Context: an optimization exercise on an open-source flow, tuned for small area, a short achievable clock period and few clock cycles per item. The choices shown serve that exercise and are no tape-out recipe.
Where RTL was checked, it was by simulation tests only, not by an equivalence proof against the original.
No functional check of the RTL was part of runs 2 and 3.
Power is estimated from default activity; no workload was simulated.

**design/flow/flow/run.sh**
```bash
#!/bin/bash
# Layout flow: the standard flow, with the port buffers made from buf_2 cells instead of the
# cell buffer_ports picks by itself (a delay cell on this platform). Every port still gets a
# buffer. Each tool's full output goes to flow_standard.log in the work folder.
set -euo pipefail
printf '\nexport BUFFER_PORTS_ARGS = -buffer_cell sky130_fd_sc_hd__buf_2\n' >> config.mk
bash standard.sh > flow_standard.log 2>&1
```
**design/flow/standard.sh**
```bash
#!/bin/bash
# synth_recipe.tcl (not shown) runs the flow's synth.tcl, then flattens the netlist and writes it again
# the make line also repeats each setting of config.mk as NAME=value (left out here)
make -C /OpenROAD-flow-scripts/flow DESIGN_CONFIG=/design/flow/config.mk WORK_HOME=/design/flow/orfs CLKGATE_MAP_FILE= SYNTH_SCRIPT=/design/flow/synth_recipe.tcl "${@:-finish}"
```
**design/flow/config.mk**
```make
export PLATFORM = sky130hd
export DESIGN_NAME = frame_index_extrapolation_mapper
export DESIGN_NICKNAME = frame_index_extrapolation_mapper
export VERILOG_FILES = /design/flow/design.v
export SDC_FILE = /design/flow/constraint.sdc
export NUM_CORES = 4
export LEC_CHECK = 0
export CAP_MARGIN = 20
export CORE_MARGIN = 2
export CORE_UTILIZATION = 65
export CTS_BUF_LIST = sky130_fd_sc_hd__clkbuf_16
export CTS_CLUSTER_DIAMETER = 100
export CTS_CLUSTER_SIZE = 30
export SETUP_SLACK_MARGIN = 2.2
export SLEW_MARGIN = 20

export BUFFER_PORTS_ARGS = -buffer_cell sky130_fd_sc_hd__buf_2
```
**design/flow/constraint.sdc**
```tcl
create_clock -name core_clock -period 5.5 [get_ports {aclk}]
set_input_delay 1.1000 -clock core_clock [delete_from_list [all_inputs] [get_ports {aclk}]]
set_output_delay 1.1000 -clock core_clock [all_outputs]
set_load 0.01 [all_outputs]
```
**design/flow/design.v**
```verilog
package fiem_pkg;
    localparam int FRAME_W  = 32;
    localparam int COUNT_W  = 17;
    localparam int MODE_W   = 2;
    localparam int IDX_W    = 16;
    localparam int DATA_W   = 32;
    localparam int ADDR_W   = 4;
    localparam int DIST_W   = FRAME_W + 1;
    localparam int DVD_W    = FRAME_W;
    typedef enum logic [MODE_W-1:0] {
        MODE_NONE     = 2'd0,
        MODE_REPEAT   = 2'd1,
        MODE_PINGPONG = 2'd2,
        MODE_HOLD     = 2'd3
    } mode_t;
    typedef enum logic [1:0] {
        REG_OFFSET = 2'd0,
        REG_COUNT  = 2'd1,
        REG_BEFORE = 2'd2,
        REG_AFTER  = 2'd3
    } reg_idx_t;
endpackage
module frame_index_extrapolation_mapper #(
    parameter int MAX_FRAMES = 65536
) (
    input  logic                                   aclk,
    input  logic                                   aresetn,
    input  logic                                   s_valid,
    output logic                                   s_ready,
    input  logic signed [fiem_pkg::FRAME_W-1:0]    s_frame_number,
    output logic                                   m_valid,
    input  logic                                   m_ready,
    output logic        [fiem_pkg::IDX_W-1:0]      m_stored_index,
    output logic                                   m_is_empty,
    input  logic                                   psel,
    input  logic                                   penable,
    input  logic                                   pwrite,
    input  logic        [fiem_pkg::ADDR_W-1:0]     paddr,
    input  logic        [fiem_pkg::DATA_W-1:0]     pwdata,
    output logic        [fiem_pkg::DATA_W-1:0]     prdata,
    output logic                                   pready
);
    logic [31:0] offset_reg;
    logic [16:0] count_reg;
    logic [1:0]  before_reg;
    logic [1:0]  after_reg;
    logic        cfg_write;
    logic [1:0]  reg_sel;
    assign pready    = 1'b1;
    assign cfg_write = psel && penable && pwrite;
    assign reg_sel   = paddr[3:2];
    always_ff @(posedge aclk) begin
        if (!aresetn) begin
            offset_reg <= '0;
            count_reg  <= '0;
            before_reg <= '0;
            after_reg  <= '0;
        end else if (cfg_write) begin
            case (reg_sel)
                2'd0:    offset_reg <= pwdata;
                2'd1:    count_reg  <= pwdata[16:0];
                2'd2:    before_reg <= pwdata[1:0];
                default: after_reg  <= pwdata[1:0];
            endcase
        end
    end
    always_comb begin
        case (reg_sel)
            2'd0:    prdata = offset_reg;
            2'd1:    prdata = {15'd0, count_reg};
            2'd2:    prdata = {30'd0, before_reg};
            default: prdata = {30'd0, after_reg};
        endcase
    end
    logic [16:0] cnt_c;
    logic [16:0] nd1_c;
    logic        cnt1_c;
    logic [16:0] nd1;           
    logic [4:0]  nlen0m, nlen1m;  
    logic        cnt0;
    logic        pp_b, pp_a, none_b, none_a, hold_b, hold_a;
    assign cnt_c  = count_reg[16] ? 17'h10000 : count_reg;
    assign cnt1_c = (count_reg == 17'd1);
    assign nd1_c  = ~(cnt_c - 17'd1);
    logic [17:0] cor;
    logic [16:0] clead;
    logic [4:0]  cpos;
    logic        cpow2;
    assign cor[17] = 1'b0;
    for (genvar i = 0; i < 17; i++) begin : g_clead
        assign cor[i]   = |cnt_c[16:i];
        assign clead[i] = cnt_c[i] && !cor[i+1];
    end
    for (genvar b = 0; b < 5; b++) begin : g_cpos
        logic [16:0] sel;
        for (genvar i = 0; i < 17; i++) begin : g_sel
            assign sel[i] = clead[i] && (((i >> b) & 1) == 1);
        end
        assign cpos[b] = |sel;
    end
    assign cpow2 = ((cnt_c & ~clead) == '0);
    logic [16:0] cnt_r;
    logic [17:0] cnt3;
    always_ff @(posedge aclk) begin
        nd1    <= nd1_c;
        cnt_r  <= cnt_c;
        cnt3   <= 18'(cnt_r) + {cnt_r, 1'b0};
        nlen0m <= cpos;
        nlen1m <= cpos - 5'(cpow2);
        cnt0   <= (count_reg == 17'd0);
        pp_b   <= (before_reg == 2'd2) && !cnt1_c;
        pp_a   <= (after_reg  == 2'd2) && !cnt1_c;
        none_b <= (before_reg == 2'd0);
        none_a <= (after_reg  == 2'd0);
        hold_b <= (before_reg == 2'd3);
        hold_a <= (after_reg  == 2'd3);
    end
    logic adv;
    logic mv;
    assign adv = !mv || m_ready;
    logic        busy, last;
    logic        unit_take;    
    logic        p_take;       
    logic        q_take;       
    logic        v_p, v_q;
    assign unit_take = adv && (!busy || last);
    assign q_take    = unit_take;
    assign p_take    = adv && (!v_q || q_take);
    assign s_ready   = !v_p || p_take;
    logic [32:0] d_s;
    logic        neg_s, pp_s, force_s;
    logic        cnt0_c;
    assign cnt0_c  = (count_reg == 17'd0);
    assign d_s     = {s_frame_number[31], s_frame_number} - {offset_reg[31], offset_reg};
    assign neg_s   = d_s[32];
    assign pp_s    = neg_s ? ((before_reg == 2'd2) && !cnt1_c) : ((after_reg == 2'd2) && !cnt1_c);
    assign force_s = cnt0_c || (neg_s ? (before_reg == 2'd0 || before_reg == 2'd3)
                                      : (after_reg == 2'd0 || after_reg == 2'd3));
    logic [31:0] d_p;
    logic        neg_p, pp_p, force_p;
    always_ff @(posedge aclk) begin
        if (!aresetn)     v_p <= 1'b0;
        else if (s_ready) v_p <= s_valid;
        if (s_ready) begin
            d_p     <= d_s[31:0];
            neg_p   <= neg_s;
            pp_p    <= pp_s;
            force_p <= force_s;
        end
    end
    logic [31:0] u_p;
    logic [32:0] dor, dand;      
    logic [32:0] uor;            
    logic [31:0] lead;           
    logic [4:0]  upos;           
    logic        unz;
    assign u_p     = d_p ^ {32{neg_p}};
    assign dor[32]  = 1'b0;
    assign dand[32] = 1'b1;
    for (genvar i = 0; i < 32; i++) begin : g_lead
        assign dor[i]  = |d_p[31:i];
        assign dand[i] = &d_p[31:i];
        assign uor[i]  = neg_p ? !dand[i] : dor[i];
        assign lead[i] = u_p[i] && !uor[i+1];
    end
    assign uor[32] = 1'b0;
    for (genvar b = 0; b < 5; b++) begin : g_upos
        logic [31:0] sel;
        for (genvar i = 0; i < 32; i++) begin : g_sel
            assign sel[i] = lead[i] && (((i >> b) & 1) == 1);
        end
        assign upos[b] = |sel;
    end
    assign unz = uor[0];
    logic [4:0]  dm1;
    logic [5:0]  e;
    logic [3:0]  jst_p;          
    assign dm1 = pp_p ? nlen1m : nlen0m;
    assign e   = {1'b0, upos} - {1'b0, dm1};
    assign jst_p = (force_p || !unz || e[5]) ? 4'd0 : e[4:1];
    logic [17:0] win_p;
    logic        after_s;
    assign win_p   = {1'b0, u_p[16:0]} + {1'b0, nd1};
    assign after_s = !neg_p && ((u_p[31:17] != '0) || win_p[17]);
    logic [31:0] u_q;
    logic [3:0]  jst;
    logic        neg_q, pp_q, after_q;
    always_ff @(posedge aclk) begin
        if (!aresetn)    v_q <= 1'b0;
        else if (p_take) v_q <= v_p;
        if (p_take) begin
            u_q     <= u_p;
            jst     <= jst_p;
            neg_q   <= neg_p;
            pp_q    <= pp_p;
            after_q <= after_s;
        end
    end
    logic [17:0] first;
    assign first = 18'(u_q >> {jst, 1'b0});
    logic [15:0] r_u;
    logic [1:0]  pair_u;
    logic [31:0] u_u;
    logic [3:0]  j_u;
    logic        neg_u, pp_u, after_u;
    logic [17:0] t;
    logic [17:0] a1;    
    logic [16:0] a2;    
    logic [17:0] a3;    
    logic        c1, c2, c3;
    logic [19:0] s1;
    logic [18:0] s2;
    logic [18:0] s3;
    logic [17:0] m3;    
    logic [15:0] r_next;
    logic        qodd_next;
    assign t  = {r_u, pair_u};
    assign s1 = {1'b0, t, 1'b1} + {1'b0, 1'b1, nd1, pp_u};
    assign s2 = {1'b0, t[17:1], 1'b1} + {1'b0, nd1, pp_u};
    assign s3 = {1'b0, t} + {1'b0, m3};
    assign c1 = s1[19];
    assign a1 = s1[18:1];
    assign c2 = s2[18];
    assign a2 = s2[17:1];
    assign c3 = s3[18];
    assign a3 = s3[17:0];
    always_comb begin
        if (c3)      r_next = a3[15:0];
        else if (c2) r_next = {a2[14:0], t[0]};
        else if (c1) r_next = a1[15:0];
        else         r_next = t[15:0];
    end
    assign qodd_next = c3 || (c1 && !c2);
    logic [1:0] pair_next;
    assign pair_next = 2'(u_u >> {j_u - 4'd1, 1'b0});
    always_ff @(posedge aclk) begin
        if (!aresetn) begin
            busy <= 1'b0;
        end else if (adv) begin
            if (!busy || last) busy <= v_q;
        end
        if (adv) begin
            if (!busy || last) begin
                r_u     <= first[17:2];
                pair_u  <= first[1:0];
                u_u     <= u_q;
                j_u     <= jst;
                last    <= (jst == 4'd0);
                neg_u   <= neg_q;
                pp_u    <= pp_q;
                m3      <= (pp_q ? 18'd3 : 18'd0) - cnt3;
                after_u <= after_q;
            end else begin
                r_u    <= r_next;
                pair_u <= pair_next;
                j_u    <= j_u - 4'd1;
                last   <= (j_u == 4'd1);
            end
        end
    end
    logic        v_z, neg_z, pp_z, after_z, qodd_z;
    logic [15:0] g_z;
    always_ff @(posedge aclk) begin
        if (!aresetn)  v_z <= 1'b0;
        else if (adv)  v_z <= busy && last;
        if (adv) begin
            g_z     <= r_next;
            qodd_z  <= qodd_next;
            neg_z   <= neg_u;
            pp_z    <= pp_u;
            after_z <= after_u;
        end
    end
    logic        z_none, z_hold;
    logic        z_flip;
    logic [15:0] z_cm1;
    logic [16:0] z_add;
    logic [15:0] z_idx;
    logic        z_empty;
    assign z_none  = neg_z ? none_b : none_a;
    assign z_hold  = neg_z ? hold_b : hold_a;
    assign z_cm1   = ~nd1[15:0];
    assign z_flip  = pp_z ? qodd_z : neg_z;
    logic [16:0] z_add0, z_add1;
    assign z_add0  = {g_z, 1'b1} + {16'd0, neg_z};
    assign z_add1  = {z_cm1, 1'b1} + {~g_z, pp_z ? !neg_z : 1'b1};
    assign z_add   = z_flip ? z_add1 : z_add0;
    assign z_empty = cnt0 || (z_none && (neg_z || after_z));
    always_comb begin
        if (z_empty || (z_hold && neg_z)) z_idx = 16'd0;
        else if (z_hold && after_z)       z_idx = z_cm1;
        else                              z_idx = z_add[16:1];
    end
    logic [16:0] m_data;
    always_ff @(posedge aclk) begin
        if (!aresetn)  mv <= 1'b0;
        else if (adv)  mv <= v_z;
        if (adv) m_data <= {z_idx, z_empty};
    end
    assign m_valid        = mv;
    assign m_stored_index = m_data[16:1];
    assign m_is_empty     = m_data[0];
endmodule
```
==> flow_metrics.tcl, run 1 <==
set metrics [dict create \
    yosys_warnings 1 \
    first_global_vias 16296 \
    ioPinCount 127 \
    grt_pass1_wl_um 86600 \
    p_leak_nw 9.61 \
    post-route-min-period_ps 3340 \
    dp_slack_ps 1510 \
    wl_um 56700 \
    synth_area_leaders "edfxtp_1 (27%), dfxtp_1 (12%), ha_1 (8.8%)" \
    required_ps 5760 \
    arrival_ps 3610 \
    synthTopCellsByCount "nand2_1 (247), edfxtp_1 (187), nor2_1 (164)" \
    die_y_um 183 \
    seq_area_frac_synth_pct 38.7 \
    finalSetupTns_ps 0 \
    syn_nets 2479 \
    hp-class "flip-flop to flip-flop" \
    synthDominantCellAreaShare_pct 26.9 \
    syn2layout_area_growth_pct 11.4 \
    outcome "complete, no violations" \
    nNetsFinal 2611 \
    slew_headroom_pct 31.2 \
    drc_errors 0 \
    first_iter_violations 1670 \
    clockBufferDepth 3 \
    synth_ff_type "edfxtp_1" \
    grt_usage_pct 32.4 \
    die_w_um 183 \
    synth_top_cell_by_area "edfxtp_1" \
    synth_cell_types 92 \
    cts-root-buf "clkbuf_16" \
    worst_pin_slew_ps 1020 \
    num_vias 17790 \
    wl_per_cell_um 20.3 \
    crit_fanout 3 \
    ir_drop_v 0.000257 \
    clock_latency_ps 510 \
    diodes 0 \
    yosysMostFrequentCell "nand2_1" \
    grt_max_degree 59 \
    start_util_pct 66.2 \
    synth_compound_area_share_pct 18.1 \
    hpwl_um 42000 \
    grt_overflow 0 \
    synth_mux_area_share_pct 5.29 \
    final_layout_size_suffix_gt1_share_pct 16.2 \
    synthAdderAreaFrac_pct 9.58 \
    slew_violations 0 \
    first_pass_iters 6 \
    synth_cells 2249 \
    clock.fmax_mhz 299 \
    fin_ws_ps 2160 \
    power_density_nw_per_um2 337 \
    gp_congestion 0.944 \
    hold_viol 0 \
    numClockSinks 310 \
    cts_buffers 15 \
    finalClockSkew_ps 23.5 \
    path_class "flip-flop to flip-flop" \
    antenna_found_initial 1 \
    std_cell_rows 65 \
    maxCapViolations 0 \
    synth_xor_area_share_pct 6.54 \
    cts_tree "built" \
    utilization_pct 73.7 \
    via_per_inst 6.38 \
    rsz0062_at_grt "true" \
    ys_seq_elements 310 \
    fp.coreArea_um2 31600 \
    cp-end-kind "flip-flop" \
    setup_viol 0 \
    synth_simple_gate_area_share_pct 17.5 \
    htree_levels 1 \
    synth_top_family_by_area "compound AO/OA/AOI/OAI gates" \
    postSynth.asyncResetShare_pct 0 \
    mappedNetlistArea_um2 20900 \
    min_period_over_period_pct 60.8 \
    start_kind "flip-flop" \
    ant_nets 0 \
    io_buffer_count 123 \
    avgSynthCellArea_um2 9.28 \
    clk_pin_slew_ps 110 \
    synth_edf_count 187 \
    die_area_um2 33600 \
]
[where the power goes]
group	switching [W]	leakage [nW]	internal [W]	total [W]
Clock	0.000744	0.237	0.000525	0.00127
Sequential	0.000342	3.04	0.00290	0.00324
Combinational	0.00187	6.33	0.00145	0.00332
[layout by cell type (no fill, tap or decap), drive strengths merged, types with 12 or more instances in the layout]
master  instances
nor3           78
nor4           22
and3           28
o21a           30
mux2           17
edfxtp        187
dfxtp         123
mux2i          57
xor2           65
xnor2          91
inv           133
clkbuf         16
nand2b         24
nor2b          34
nand3          51
a21boi         60
o211ai         22
and2           18
o21ai          89
or3            24
nand2         248
a31oi          27
o21bai         12
a21o           45
a21oi         112
ha            147
a211oi         48
buf           208
nor2          165
mux4           15
nand4          20
o31ai          14
[final timing paths]
| kind | from | endpoint | slack (ps) | depth (start not counted) |
|---|---|---|---|---|
| worst max-delay path | d_p[31] | jst[2] | 2160 | 15 |
| worst min-delay path | neg_u | neg_z | 430 | 0 |
| worst max register to register | d_p[31] | jst[2] | 2160 | 15 |
| worst min register to register | neg_u | neg_z | 430 | 0 |
[metal layers]
layer  track usage [%]  part of all wire, %
met2              52.3                   45
met3              4.75                  8.4
met4              13.0                  4.7
met5                 0                    0
met1              44.2                   42
[per-stage QoR]
stage / instance area (um2) / hold WS (ps) / std cells / power (W)
3_3_place_gp: 21800 / 402 / 2690 / 0.00605
5_1_grt: 23300 / 436 / 2790 / 0.00824
4_1_cts: 22700 / 432 / 2751 / 0.00751
6_report: 23300 / 434 / 2790 / 0.00784
3_5_place_dp: 21800 / 405 / 2690 / 0.00616
2_1_floorplan: 20900 / 391 / 2249 / 0.00539
[layout make-up]
type,instances,area [um2]
clock buffer,15,375
clock inverter,9,80.1
fill,2381,8290
inverter,132,503
multi-input combinational,1712,12400
sequential,310,8090
tap,402,503
timing repair buffer,210,1330
[what timing repair did]
action	in CTS	in global routing
gates resized for setup	35	74
pin swaps	8	35
setup endpoints to repair	60	43
buffers inserted	35	35
hold buffers	0	0
cloned	2	4
[kinds of logic after synthesis]
kind of cell | after synthesis
DFF | 310
other | 1
buffers and inverters | 230
and+or+nand+nor | 752
adders and majority gates | 155
muxes | 89
AOI/OAI and AO/OA | 556
xor gates and xnor gates | 156
[critical path, stage by stage, from the launching register on]
cell and delay (ps):
edfxtp_1 440, or4_4 610, nor3_4 200, and2_4 200
a21oi_4 60, a21oi_2 160, a21boi_4 200, o21ai_1 70
and3_1 170, nand4_1 160, ha_1 260, o21ai_1 130
nand2b_1 110, o21ai_2 90, xor2_1 180, a21oi_1 70
Testbench counts, summed over its fixed seeds: cycles 30,727, items 12,000.
==> run 2, diff against run 1 <==
--- a/design/flow/design.v
+++ b/design/flow/design.v
@@ -65,12 +65,13 @@
         end
     end
-    always_comb begin
-        case (reg_sel)
-            2'd0:    prdata = offset_reg;
-            2'd1:    prdata = {15'd0, count_reg};
-            2'd2:    prdata = {30'd0, before_reg};
-            default: prdata = {30'd0, after_reg};
-        endcase
-    end
+    logic [3:0] rsel;
+    assign rsel[0] = (reg_sel == 2'd0);
+    assign rsel[1] = (reg_sel == 2'd1);
+    assign rsel[2] = (reg_sel == 2'd2);
+    assign rsel[3] = (reg_sel == 2'd3);
+    assign prdata  = ({32{rsel[0]}} & offset_reg)
+                   | ({32{rsel[1]}} & {15'd0, count_reg})
+                   | ({32{rsel[2]}} & {30'd0, before_reg})
+                   | ({32{rsel[3]}} & {30'd0, after_reg});
     logic [16:0] cnt_c;
     logic [16:0] nd1_c;
@@ -201,5 +202,5 @@
     logic [15:0] r_u;
     logic [1:0]  pair_u;
-    logic [31:0] u_u;
+    logic [29:0] u_u;           
     logic [3:0]  j_u;
     logic        neg_u, pp_u, after_u;
@@ -244,5 +245,5 @@
                 r_u     <= first[17:2];
                 pair_u  <= first[1:0];
-                u_u     <= u_q;
+                u_u     <= u_q[29:0];
                 j_u     <= jst;
                 last    <= (jst == 4'd0);
--- a/design/flow/config.mk
+++ b/design/flow/config.mk
@@ -9,8 +9,5 @@
 export CORE_MARGIN = 2
 export CORE_UTILIZATION = 65
-export CTS_BUF_LIST = sky130_fd_sc_hd__clkbuf_16
-export CTS_CLUSTER_DIAMETER = 100
-export CTS_CLUSTER_SIZE = 30
-export SETUP_SLACK_MARGIN = 2.2
+export SETUP_SLACK_MARGIN = 1.9
 export SLEW_MARGIN = 20
 
==> run 2 against run 1 <==
Net effect: clock power up 78%; register-to-register slack worse by 260 ps; synthesized cell count down 3.1%; fmax down 7.3%; power up 10%; area after synthesis down 1.9%; highest routed layer unchanged; cell area up 0.10%; critical path type unchanged; utilization up 0.65 points; sequential share of layout area down 0.34 points.
==> flow_metrics.tcl, run 2 <==
set metrics [dict create \
    outcome "complete, no violations" \
    crit_fanout 4 \
    drc_errors 0 \
    ant_nets 0 \
    yosys_warnings 1 \
    first_global_vias 16024 \
    min_period_over_period_pct 65.6 \
    cts-root-buf "clkbuf_16" \
    slew_violations 0 \
    whs_endpoint "neg_u" \
    setup_viol 0 \
    r2r-end "jst[3]" \
    crit_family "simple AND/OR/NAND/NOR gates" \
    io_buffer_count 123 \
    rsz0062_at_grt "true" \
    maxCapViolations 0 \
    final_layout_size_suffix_gt1_share_pct 15.1 \
    die_area_um2 32900 \
    grt_pass1_wl_um 84400 \
    crit_slowest_cell "or3b_2" \
    grt_max_degree 59 \
    via_per_inst 6.27 \
    synth_area_leaders "edfxtp_1 (27%), dfxtp_1 (12%), ha_1 (9.0%)" \
    htree_levels 2 \
    die_y_um 182 \
    arrival_ps 3880 \
    dp_slack_ps 994 \
    syn2layout_area_growth_pct 13.7 \
    finalSetupTns_ps 0 \
    synth_top_cell_by_area "edfxtp_1" \
    worst-r2r-setup-slack_ps 1890 \
    fp.coreArea_um2 31300 \
    synth_cell_types 96 \
    cts_hold_buf 0 \
    finalClockSkew_ps 23.2 \
    num_vias 17250 \
    numClockSinks 308 \
    syn_nets 2410 \
    hold_path_depth 0 \
    std_cell_rows 65 \
    cts_buffers 34 \
    path_class "flip-flop to flip-flop" \
    crit_buf_inv 3 \
    clock.fmax_mhz 277 \
    mappedNetlistArea_um2 20500 \
    multi_input_area_um2 11900 \
    hold_viol 0 \
    synthDominantCellAreaShare_pct 27.1 \
    min_from "neg_q" \
    synth_edf_count 185 \
    avgSynthCellArea_um2 9.40 \
    synth_cells 2180 \
    postSynth.asyncResetShare_pct 0 \
    clock_latency_ps 510 \
    crit_chain "buf_6, buf_6, nor4_4, nand4_1, buf_4, mux2_2, nand4_1, nand4b_1, a2111o_1, or3b_2, fa_2, a21o_1, a21oi_2, xnor2_1, and2_4" \
    worst_pin_slew_ps 1130 \
    ir_drop_v 0.000207 \
    die_w_um 182 \
    yosysMostFrequentCell "nand2_1" \
    final_cell_mix "nand2_1 (223), edfxtp_1 (185), nor2_1 (148)" \
    hp-class "flip-flop to flip-flop" \
    ioPinCount 127 \
    seq_area_frac_synth_pct 39.1 \
    nNetsFinal 2552 \
    start_kind "flip-flop" \
    p_leak_nw 9.59 \
    synth_ff_type "edfxtp_1" \
    first_iter_violations 1517 \
    cpPeakStageDelay_ps 480 \
    hold_ws_ps 420 \
    required_ps 5770 \
    wl_per_cell_um 19.7 \
    hpwl_um 40300 \
    first_pass_iters 6 \
    ys_seq_elements 308 \
    clk_pin_slew_ps 60 \
    r2r-start "neg_p" \
    regArea_um2 8020 \
    cts_tree "built" \
    final_common_cell "nand2_1" \
    cp-end-kind "flip-flop" \
    power_density_nw_per_um2 370 \
    post-route-min-period_ps 3610 \
    synthTopCellsByCount "nand2_1 (225), edfxtp_1 (185), nor2_1 (150)" \
    reg2reg_depth 15 \
    p_total_w 0.00862 \
    gp_congestion 0.923 \
    start_util_pct 65.4 \
    grt_usage_pct 31.9 \
    clockBufferDepth 3 \
    fin_ws_ps 1890 \
    wl_um 54100 \
    utilization_pct 74.4 \
    grt_overflow 0 \
    slew_headroom_pct 25.0 \
    fillCellCount 2321 \
    antenna_found_initial 1 \
]
## run 2: cell count changes after synthesis, moves of 8 or more
cell and change:
nor2_1 -14, and3_1 -8, and2_1 -9, o31ai_1 -10, a31oi_1 -10, o21a_1 +9, o211ai_1 -8, nand2_1 -22
o21ai_0 +13, a21oi_1 +13, nand3_1 -12
## run 2: logic make-up (layout without fill, tap and decap cells)
logic type                 after synthesis  count (layout)  synth area share (%)
DFF                                    308             308                  39.1
xor gates and xnor gates               159             159                  6.80
muxes                                   84              84                  5.05
and+or+nand+nor                        679             679                  16.1
other                                    1               3                0.0183
buffers and inverters                  223             388                  4.28
adders and majority gates              156             156                  9.81
AOI/OAI and AO/OA                      570             571                  18.9
## run 2: worst max path at each step
stage,cells past startpoint,end,from,slack (ps)
after global routing,14,jst[1],d_p[19],1740
after global placement,14,jst[3],neg_p,1040
after CTS,12,m_data[16],cnt_r[0],1830
after detailed placement,13,jst[0],neg_p,990
final,15,jst[3],neg_p,1890
after floorplan,3,s_ready,m_ready,1770
## run 2: repair_timing
action	in CTS	in global routing
pin swaps	17	25
resized for setup	33	44
gates cloned	0	1
buffers inserted	37	21
setup endpoints to repair	34	34
## run 2: report_power, final
group | total [W] | switching, W | internal [W]
Clock | 0.00226 | 0.000910 | 0.00136
Combinational | 0.00310 | 0.00176 | 0.00134
Sequential | 0.00325 | 0.000358 | 0.00289
Total | 0.00862 | 0.00303 | 0.00559
## run 2: metrics by stage
stage | cell area [um2] | std cells
6_report | 23300 | 2750
5_1_grt | 23300 | 2749
4_1_cts | 22900 | 2725
3_5_place_dp | 21300 | 2628
3_3_place_gp | 21300 | 2628
2_1_floorplan | 20500 | 2180
## run 2: cell type report
cell class                      count  area share (%)
Tap cell                          402            2.16
Timing Repair Buffer              193            5.14
Clock buffer                       49            4.25
Inverter                          135            2.22
Antenna cell                        2          0.0215
Clock inverter                     11           0.553
Multi-Input combinational cell   1650            51.2
Sequential cell                   308            34.4
## run 2: routing by layer
layer  vias to the layer above  part of all wire (%)  track usage, %
met4                         0                   3.9            11.8
met5                         -                     0               0
met2                       712                    46            51.4
li1                       8280                     -               -
met1                      8134                    43            44.2
met3                       124                   7.3            4.39
==> run 3, diff against run 2 <==
--- a/design/flow/config.mk
+++ b/design/flow/config.mk
@@ -8,5 +8,5 @@
 export CAP_MARGIN = 20
 export CORE_MARGIN = 2
-export CORE_UTILIZATION = 65
+export CORE_UTILIZATION = 55
 export SETUP_SLACK_MARGIN = 1.9
 export SLEW_MARGIN = 20
==> run 3 against run 2 <==
Net effect: power fell by 0.58%; sequential power barely moved; critical path depth fell by 2; cell area barely moved; clock power rose by 2%; routed wire length rose by 2.8%.
==> flow_metrics.tcl, run 3 <==
set metrics [dict create \
    outcome "complete, no violations" \
    arrival_ps 3920 \
    crit_fanout 7 \
    grt_max_degree 59 \
    setup_viol 0 \
    hpwl_um 42200 \
    synthDominantCellAreaShare_pct 27.1 \
    synth_area_leaders "edfxtp_1 (27%), dfxtp_1 (12%), ha_1 (9.0%)" \
    hold_path_depth 0 \
    ys_seq_elements 308 \
    antenna_found_initial 3 \
    first_global_vias 15914 \
    cts_buffers 35 \
    synth_cell_types 96 \
    crit_start "neg_p" \
    mappedNetlistArea_um2 20500 \
    grt_pass1_wl_um 86400 \
    required_ps 5800 \
    via_per_inst 6.00 \
    die_w_um 197 \
    first_pass_iters 5 \
    syn2layout_area_growth_pct 13.8 \
    slew_headroom_pct 24.8 \
    clock.fmax_mhz 276 \
    postSynth.asyncResetShare_pct 0 \
    place_inst 2696 \
    cp-end-kind "flip-flop" \
    intPower_w 0.00555 \
    reg2reg_depth 13 \
    synth_top_cell_by_area "edfxtp_1" \
    cts_tree "built" \
    slew_violations 0 \
    hold_ws_ps 429 \
    synth_cells 2180 \
    r2r-end "jst[3]" \
    ir_drop_v 0.000201 \
    seq_area_frac_synth_pct 39.1 \
    cp-endpoint "jst[3]" \
    ioPinCount 127 \
    post_dp_cell_area_um2 21400 \
    post-route-min-period_ps 3620 \
    r2r-start "neg_p" \
    p_seq_share_pct 37.9 \
    num_vias 16908 \
    cts-root-buf "clkbuf_16" \
    clockBufferDepth 3 \
    numClockSinks 308 \
    wl_um 55600 \
    worst_pin_slew_ps 1100 \
    hold_viol 0 \
    synthTopCellsByCount "nand2_1 (225), edfxtp_1 (185), nor2_1 (150)" \
    comb_power_share_pct 35.2 \
    final_common_cell "nand2_1" \
    htree_levels 2 \
    hp-class "flip-flop to flip-flop" \
    fp.coreArea_um2 36600 \
    rsz0062_at_grt "true" \
    start_kind "flip-flop" \
    p_total_w 0.00857 \
    path_class "flip-flop to flip-flop" \
    post-route-cell-area_um2 23300 \
    p_leak_nw 9.56 \
    die_y_um 197 \
    worst-r2r-setup-slack_ps 1880 \
    power_density_nw_per_um2 368 \
    synth_ff_type "edfxtp_1" \
    drc_errors 0 \
    final_cell_mix "nand2_1 (223), edfxtp_1 (185), nor2_1 (148)" \
    finalClockSkew_ps 22.0 \
    finalNonFillerCells 2819 \
    grt_usage_pct 28.5 \
    maxCapViolations 0 \
    start_util_pct 56.0 \
    wl_per_cell_um 19.7 \
    die_area_um2 38800 \
    clkPwrFrac_pct 26.9 \
    avgSynthCellArea_um2 9.40 \
    synth_edf_count 185 \
    nNetsFinal 2550 \
    swShare_pct 35.2 \
    grt_overflow 0 \
    ant_nets 0 \
    yosys_warnings 1 \
    p_sw_w 0.00301 \
    std_cell_rows 70 \
    final_layout_size_suffix_gt1_share_pct 15.0 \
    first_iter_violations 1149 \
    clk_pin_slew_ps 60 \
    finalSetupTns_ps 0 \
    clock_latency_ps 550 \
    yosysMostFrequentCell "nand2_1" \
    syn_nets 2410 \
    gp_congestion 0.926 \
    fillCellCount 3145 \
    min_period_over_period_pct 65.8 \
    io_buffer_count 123 \
]
==> run 3: changes by cell type in the layout (fill, tap and decap cells not counted), sizes merged <==
cell | before | now
clkinv | 6 | 11
a31oi | 19 | 18
diode | 2 | 5
buf | 192 | 190
bufinv | 2 | 1
inv | 136 | 135
==> run 3: what timing repair did <==
action / 4_1_cts / 5_1_grt
buffers inserted: 29 / 26
resized for setup: 27 / 33
hold endpoints to repair: 0 / 0
endpoints found under the setup margin: 29 / 24
cloned: 0 / 0
hold buffers: 0 / 0
pin swaps: 11 / 25
==> run 3: power by group through the flow <==
stage	clock (W)	combinational [W]	sequential [W]
3_3_place_gp	0	0.00273	0.00329
5_1_grt	0.00243	0.00332	0.00328
3_5_place_dp	0	0.00279	0.00330
2_1_floorplan	0	0.00221	0.00311
4_1_cts	0.00235	0.00289	0.00324
6_report	0.00230	0.00302	0.00325
==> run 3: worst min-delay path by stage <==
| stage | start | to | slack [ps] |
|---|---|---|---|
| after floorplan | count_reg[16] | nlen0m[4] | 350 |
| after global placement | neg_q | neg_u | 400 |
| after detailed placement | neg_u | neg_z | 410 |
| after CTS | after_u | after_z | 420 |
| after global routing | after_u | after_z | 440 |
| final | after_u | after_z | 430 |
==> run 3: worst max-delay path, cell delays in order, from the launching register on <==
cell	delay (ps)
edfxtp_1	450
buf_8	200
nor4_4	80
and3_2	240
a32oi_2	200
nand4_1	190
nand4b_1	300
a2111o_1	350
or3b_2	460
fa_2	360
a21o_1	180
a21oi_2	140
xnor2_1	70
and2_1	150
==> run 3: area by class of cell <==
type | instances | area, um2 | share of cell area [%]
multi-input combinational | 1649 | 11900 | 51.0
tap | 468 | 586 | 2.51
clock inverter | 14 | 120 | 0.515
timing repair buffer | 191 | 1150 | 4.92
clock buffer | 49 | 1020 | 4.40
inverter | 135 | 509 | 2.18
antenna | 5 | 12.5 | 0.0537
sequential | 308 | 8020 | 34.4
==> run 3: cell families (layout without fill, tap and decap cells) <==
kind of cell	after synthesis	count (layout)	synth area share, %
flops	308	308	39.1
fa+ha+maj	156	156	9.81
mux	84	84	5.05
compound gates	570	570	18.9
other cells	1	6	0.0183
simple gates	679	679	16.1
buf+inv	223	389	4.28
xor+xnor	159	159	6.80
==> run 3: per-stage QoR <==
| stage | setup WS, ps | util (%) |
|---|---|---|
| after floorplan | 1770 | - |
| after global placement | 1280 | 58.6 |
| after detailed placement | 1170 | 58.6 |
| after CTS | 1770 | 62.7 |
| after global routing | 1760 | 63.6 |
| final | 1880 | 63.7 |
==> run 3: layer usage <==
layer  share of wire, %  track usage [%]  vias to the layer above
li1                   -                -                     8278
met1                 45             39.7                     7979
met2                 45             45.3                      559
met3                6.6             3.92                       92
met4                3.4             11.1                        0
met5                  0                0                        -

re-timing with driven ports:
The flow's constraints put no driver on any port. The routed layouts listed below were extracted and timed again, unchanged, in two steps.
Step 1 (the two cells are an assumption about what drives the block):
set clk [get_ports {aclk}]
set_driving_cell -lib_cell sky130_fd_sc_hd__clkbuf_16 $clk
set_driving_cell -lib_cell sky130_fd_sc_hd__buf_2 [delete_from_list [all_inputs] $clk]
Step 2, shift: input delay + t, output delay - t, t = (earliest + latest rising clock arrival at the registers) / 2. This alone moves slack from input paths to output paths.
Slacks: no drivers / after step 1 / after step 2; pairs: no drivers / after step 1.
run | t (ns) | slack for setup (ns) | worst setup path after step 2 | latest minus earliest clock arrival (ns) | pins driven straight from the clock port
run 1 | 0.556 | 2.156 / 2.156 / 1.760 | input to register | 0.024 / 0.024 | 1
run 2 | 0.557 | 1.891 / 1.891 / 1.508 | input to register | 0.023 / 0.024 | 1
run 3 | 0.597 | 1.882 / 1.882 / 1.552 | input to register | 0.023 / 0.023 | 1
After both steps setup and hold are still met in every run listed. The setup slack of run 1, which loses most, moves by 0.000 ns with the drivers and by -0.396 ns with both steps.
